Background: an optimization exercise with open tools, aiming at small area, a short achievable clock period and few clock cycles per item. Do not read the settings as production practice. RTL that was checked went through simulation tests only; none was proved equivalent to the original. Power figures rest on the tool's default switching activity, not on a simulated workload.

Setup of before:
// radix_digit_converter_unit
module radix_digit_converter_unit (
   input  wire logic        clock,
   input  wire logic        reset,
   input  wire logic        req_tvalid,
   output logic             req_tready,
   input  wire logic [31:0] req_tdata,    
   output logic             rsp_tvalid,
   input  wire logic        rsp_tready,
   output logic [7:0]       rsp_tdata,    
   output logic             rsp_tlast,    
   input  wire logic        csr_wr_en,
   input  wire logic [4:0]  csr_wr_data   
);
For scale: ~2,400 cells after synthesis, about 220 flip-flops, ~53 I/O pins, ~17,000 µm² of cells after synthesis.
==> flow/config.mk <==
export PLATFORM = sky130hd
export DESIGN_NAME = radix_digit_converter_unit
export DESIGN_NICKNAME = radix_digit_converter_unit
export VERILOG_FILES = /design/flow/design.v
export SDC_FILE = /design/flow/constraint.sdc
export NUM_CORES = 4
export LEC_CHECK = 0
export ABC_AREA = 1
export CAP_MARGIN = 20
export CORE_MARGIN = 2
export CORE_UTILIZATION = 70
export SLEW_MARGIN = 20
==> flow/constraint.sdc <==
create_clock -name core_clock -period 12.0 [get_ports {clock}]
set_input_delay 2.4000 -clock core_clock [delete_from_list [all_inputs] [get_ports {clock}]]
set_output_delay 2.4000 -clock core_clock [all_outputs]
set_load 0.01 [all_outputs]
standard.sh (not shown) runs the stock make flow with config.mk's settings and CLKGATE_MAP_FILE= SYNTH_SCRIPT=/design/flow/synth_recipe.tcl, a recipe that flattens the netlist after the stock synthesis.
==> flow/flow/run.sh <==
#!/bin/bash
# Standard layout, with timing repair aiming well below the clock period
# (repair_timing treats any path with less than SETUP_SLACK_MARGIN ns of slack
# as failing) and a clock tree built without dummy loads.
set -euo pipefail
bash standard.sh synth > synth.log 2>&1
bash standard.sh SETUP_SLACK_MARGIN=8.5 \
   "CTS_ARGS=-sink_clustering_enable -repair_clock_nets -dont_use_dummy_load" \
   finish > layout.log 2>&1
Testbench counts of before, summed over its fixed seeds: cycles 25,734, digits 21,042.
Input changes introduced in after (baseline for comparison: before):
# before
export LEC_CHECK = 0
export ABC_AREA = 1
export CAP_MARGIN = 20
export CORE_MARGIN = 2
export CORE_UTILIZATION = 70
export SLEW_MARGIN = 20
create_clock -name core_clock -period 12.0 [get_ports {clock}]
# after
export LEC_CHECK = 0
export ABC_AREA = 1
export CAP_MARGIN = 20
export CORE_MARGIN = 2
export CORE_UTILIZATION = 60
export SLEW_MARGIN = 20
create_clock -name core_clock -period 12.0 [get_ports {clock}]
after completed end to end with timing, DRC and antenna clean.
From before to after the numbers moved as follows: total standard cell area after synthesis has remained practically unchanged; fraction of power consumed by combinational cells decreased 0.4 points.
Between after and before, the post-route met1 wirelength is lower for before.
~same highest clock frequency the design can meet in after and before

* * *

radix_digit_converter_unit, a different RTL version from the one above (not shown whole).
Size in the first run: about 2200 cells after synthesis, roughly 53 I/O pins, about 19000 µm² of cells after synthesis.
## radix_digit_converter_unit
module radix_digit_converter_unit (
   input  wire logic        clock,
   input  wire logic        reset,
   input  wire logic        req_tvalid,
   output logic             req_tready,
   input  wire logic [31:0] req_tdata,    
   output logic             rsp_tvalid,
   input  wire logic        rsp_tready,
   output logic [7:0]       rsp_tdata,    
   output logic             rsp_tlast,    
   input  wire logic        csr_wr_en,
   input  wire logic [4:0]  csr_wr_data   
);
clock: 12.0 ns
lec_check: 0
cap_margin: 70
core_margin: 2
core_utilization: 40
slew_margin: 70
==> flow/flow/run.sh <==
#!/bin/bash
# Standard layout, with timing repair aiming well below the clock period:
# repair_timing treats any path with less than SETUP_SLACK_MARGIN ns of slack as failing.
set -euo pipefail
bash standard.sh synth > synth.log 2>&1
bash standard.sh SETUP_SLACK_MARGIN=8.5 finish > layout.log 2>&1
The starting point finished clean.
Next try:
==> flow/run.sh (new file) <==
#!/bin/bash
# synth_recipe.tcl (not shown) runs the flow's synth.tcl, then flattens the netlist and writes it again
# the make line also repeats each setting of config.mk as NAME=value (left out here)
make -C /OpenROAD-flow-scripts/flow DESIGN_CONFIG=/design/flow/config.mk WORK_HOME=/design/flow/orfs CLKGATE_MAP_FILE= SYNTH_SCRIPT=/design/flow/synth_recipe.tcl finish
removed: flow/flow/run.sh
removed: flow/standard.sh
Combinational power went down by roughly a tenth.
Core utilization decreases by 2.8 points.
Die area does not change.
Worst setup slack loses 1200 ps.
Non-clock buffer count drops by 82.
Sequential power grows slightly.
Final cell count came out lower by a few percent.
Global-route usage goes down by 1.4 points.
Power came out lower by a little under a tenth.
No run of this note included a check of the RTL's function; only the layout flow was run.

* * *

Setup of the previous run:
Another version of the RTL of radix_digit_converter_unit (not shown whole).
Size: ~2400 cells after synthesis, ~210 flip-flops, roughly 53 I/O pins, roughly 20000 sq um of cells after synthesis.
clock: 12.0 ns
lec_check: 0
cap_margin: 20
core_margin: 2
core_utilization: 40
slew_margin: 20
==> flow/flow/run.sh <==
#!/bin/bash
# Standard layout, with timing repair aiming well below the clock period:
# repair_timing treats any path with less than SETUP_SLACK_MARGIN ns of slack as failing.
set -euo pipefail
bash standard.sh synth > synth.log 2>&1
bash standard.sh SETUP_SLACK_MARGIN=8.5 finish > layout.log 2>&1
The previous run did not stop at any stage, and its layout met the timing, design-rule and antenna checks.
Testbench counts of the previous run, summed over its fixed seeds: cycles 26,119, digits 21,042.
Input changes introduced in the current run (baseline for comparison: the previous run):
-- flow/flow/run.sh --
<<< the previous run, line 4
set -euo pipefail
bash standard.sh synth > synth.log 2>&1
bash standard.sh SETUP_SLACK_MARGIN=8.5 finish > layout.log 2>&1
>>> the current run, line 4
set -euo pipefail
bash standard.sh synth > synth.log 2>&1
bash standard.sh SETUP_SLACK_MARGIN=9.0 finish > layout.log 2>&1
[summary]
The number of global-route vias before repair in the previous run is 0.903 times that in the current run.
The current run vs the previous run on layout overhead on the synthesized area: the current run is the higher one.
Summary — final critical-path setup slack, the current run relative to the previous run: higher, by 67 ps.
Comparing the previous run and the current run, the higher clock latency at the later pin of the worst-skew pair was measured on the current run.
In the flow results for the previous run and the current run, the total length of routed wires is smaller on the previous run.
Across both runs, final design utilization was higher for the current run than for the previous run.

* * *

Another version of the RTL of radix_digit_converter_unit (not shown whole).
Size in the first run: roughly 220 flip-flops, roughly 17000 sq um of cells after synthesis.
Design radix_digit_converter_unit, start of the top module:
module radix_digit_converter_unit (
   input  wire logic        clock,
   input  wire logic        reset,
   input  wire logic        req_tvalid,
   output logic             req_tready,
   input  wire logic [31:0] req_tdata,    
   output logic             rsp_tvalid,
   input  wire logic        rsp_tready,
   output logic [7:0]       rsp_tdata,    
   output logic             rsp_tlast,    
   input  wire logic        csr_wr_en,
   input  wire logic [4:0]  csr_wr_data   
);
clock: 12.0 ns
lec_check: 0
abc_area: 1
cap_margin: 20
core_margin: 2
core_utilization: 60
slew_margin: 20
==> flow/flow/run.sh <==
#!/bin/bash
# Standard layout, with timing repair aiming well below the clock period
# (repair_timing treats any path with less than SETUP_SLACK_MARGIN ns of slack
# as failing) and a clock tree built without dummy loads.
set -euo pipefail
bash standard.sh synth > synth.log 2>&1
bash standard.sh SETUP_SLACK_MARGIN=8.5 \
   "CTS_ARGS=-sink_clustering_enable -repair_clock_nets -dont_use_dummy_load" \
   finish > layout.log 2>&1
Next try:
--- a/flow/flow/run.sh
+++ b/flow/flow/run.sh
@@ -8 +8 @@
-   "CTS_ARGS=-sink_clustering_enable -repair_clock_nets -dont_use_dummy_load" \
+   "CTS_ARGS=-sink_clustering_enable -repair_clock_nets -dont_use_dummy_load -buf_list sky130_fd_sc_hd__clkbuf_8" \
Result: Routed wire length climbs slightly; via count climbs slightly; hold slack barely changes.
Function was not checked in any run of this note: the RTL went through the layout flow alone.

* * *

Another version of the RTL of radix_digit_converter_unit (not shown whole).
Size in the first run: ~2,400 cells after synthesis, about 53 I/O pins.
==> flow/config.mk <==
export PLATFORM = sky130hd
export DESIGN_NAME = radix_digit_converter_unit
export DESIGN_NICKNAME = radix_digit_converter_unit
export VERILOG_FILES = /design/flow/design.v
export SDC_FILE = /design/flow/constraint.sdc
export NUM_CORES = 4
export LEC_CHECK = 0
export ABC_AREA = 1
export CAP_MARGIN = 20
export CORE_MARGIN = 2
export CORE_UTILIZATION = 40
export SLEW_MARGIN = 20
==> flow/constraint.sdc <==
create_clock -name core_clock -period 12.0 [get_ports {clock}]
set_input_delay 2.4000 -clock core_clock [delete_from_list [all_inputs] [get_ports {clock}]]
set_output_delay 2.4000 -clock core_clock [all_outputs]
set_load 0.01 [all_outputs]
==> flow/flow/run.sh <==
#!/bin/bash
# Standard layout, with timing repair aiming well below the clock period:
# repair_timing treats any path with less than SETUP_SLACK_MARGIN ns of slack as failing.
set -euo pipefail
bash standard.sh synth > synth.log 2>&1
bash standard.sh SETUP_SLACK_MARGIN=8.5 finish > layout.log 2>&1
The baseline finished clean.
Edit:
CORE_UTILIZATION = 60   (was 40)
Cell area decreases by a few percent.
Sequential share of layout area increases by 0.75 points.
Register-to-register slack improved by 0.06 ns.
Worst setup slack improved by 0.062 ns.
Total power decreases by a few percent.
Edit:
ABC_AREA = not set   (was 1)
CORE_UTILIZATION = 40   (was 60)
Sequential power goes down by about 8%. Final cell count goes down by 3.5%. Utilization goes down by 19 points. Routed wire length goes up by 14%. Count of clock-buffer cells in the layout goes up by 5. Synthesized cell count goes down by 14%. Global-route usage goes down by 10 points. Total power goes down by 7.4%.
No run of this note included a check of the RTL's function; only the layout flow was run.

* * *

## 09-26
Starting RTL as in the previous note.
Settings: LEC_CHECK=0, ABC_AREA=1, CAP_MARGIN=20, CORE_MARGIN=2, CORE_UTILIZATION=40, SLEW_MARGIN=20; clock period 12.0 ns.
==> flow/flow/run.sh <==
#!/bin/bash
# Standard layout, with timing repair aiming well below the clock period:
# repair_timing treats any path with less than SETUP_SLACK_MARGIN ns of slack as failing.
set -euo pipefail
bash standard.sh synth > synth.log 2>&1
bash standard.sh SETUP_SLACK_MARGIN=8.3 finish > layout.log 2>&1
09-26: no failed stages, no open violations at the end
Setup changes, 09-26 to 02-24
- setting CTS_BUF_LIST to sky130_fd_sc_hd__clkbuf_8 for the first time
==> flow/flow/run.sh <==
#!/bin/bash
# Standard layout, with timing repair aiming well below the clock period
# (repair_timing treats any path with less than SETUP_SLACK_MARGIN ns of slack
# as failing) and a clock tree built without dummy loads.
set -euo pipefail
bash standard.sh synth > synth.log 2>&1
bash standard.sh SETUP_SLACK_MARGIN=8.5 \
   "CTS_ARGS=-sink_clustering_enable -repair_clock_nets -dont_use_dummy_load" \
   finish > layout.log 2>&1
==> run summary <==
02-24 vs 09-26 — layout-stage area growth over the synthesis result dropped 1.0 points. Going from 09-26 to 02-24, depth of the most critical reg-to-reg path grows by 6. Fmax, 02-24 and 09-26: larger value in 02-24. Changes observed in 02-24 relative to 09-26: via count went up, final cell count did not really move, wire length of the first global-routing pass did not really move, relative slew slack went up. Hold slack across 02-24 and 09-26: no real change.
Function was not checked in any run of this note: the RTL went through the layout flow alone.

[static timing again, ports no longer ideal]
The results above use ideal ports. As a check the final layouts listed here were re-extracted and re-timed, cells and wires unchanged. Step 1 assumes that a clkbuf_16 drives the clock port and a buf_2 every other input. Step 2 adds t to the input delays and takes it off the output delays; t is the mean of the earliest and latest rising clock arrival at the registers after step 1. Input paths then give back, and output paths get back, about the clock's delay inside the block. Three values: ideal ports, drivers, drivers and shift; two values: the first two.
run | shift t [ns] | setup WS [ns] | worst data-port slew with drivers (ns)
before | 0.562 | 8.531 / 8.481 / 8.079 | 0.04
after | 0.566 | 8.529 / 8.475 / 8.033 | 0.04
the first run of note 2 | 0.595 | 7.970 / 7.970 / 7.970 | 0.04
the second run of note 2 | 0.595 | 6.742 / 6.742 / 6.742 | 0.04
the previous run | 0.613 | 8.456 / 8.456 / 7.970 | 0.04
the current run | 0.627 | 8.523 / 8.467 / 8.248 | 0.05
the first run of note 4 | 0.587 | 8.569 / 8.516 / 8.121 | 0.04
the second run of note 4 | 0.584 | 8.579 / 8.532 / 8.124 | 0.03
the first run of note 5 | 0.605 | 8.495 / 8.483 / 8.011 | 0.04
the second run of note 5 | 0.577 | 8.557 / 8.530 / 8.153 | 0.03
the third run of note 5 | 0.603 | 8.419 / 8.419 / 7.959 | 0.05
09-26 | 0.607 | 8.394 / 8.338 / 7.913 | 0.04
02-24 | 0.595 | 8.549 / 8.496 / 8.004 | 0.05
After both steps setup and hold are still met in every run listed. For 02-24, which loses most, drivers alone change the setup slack by -0.053 ns; drivers and shift together by -0.545 ns.
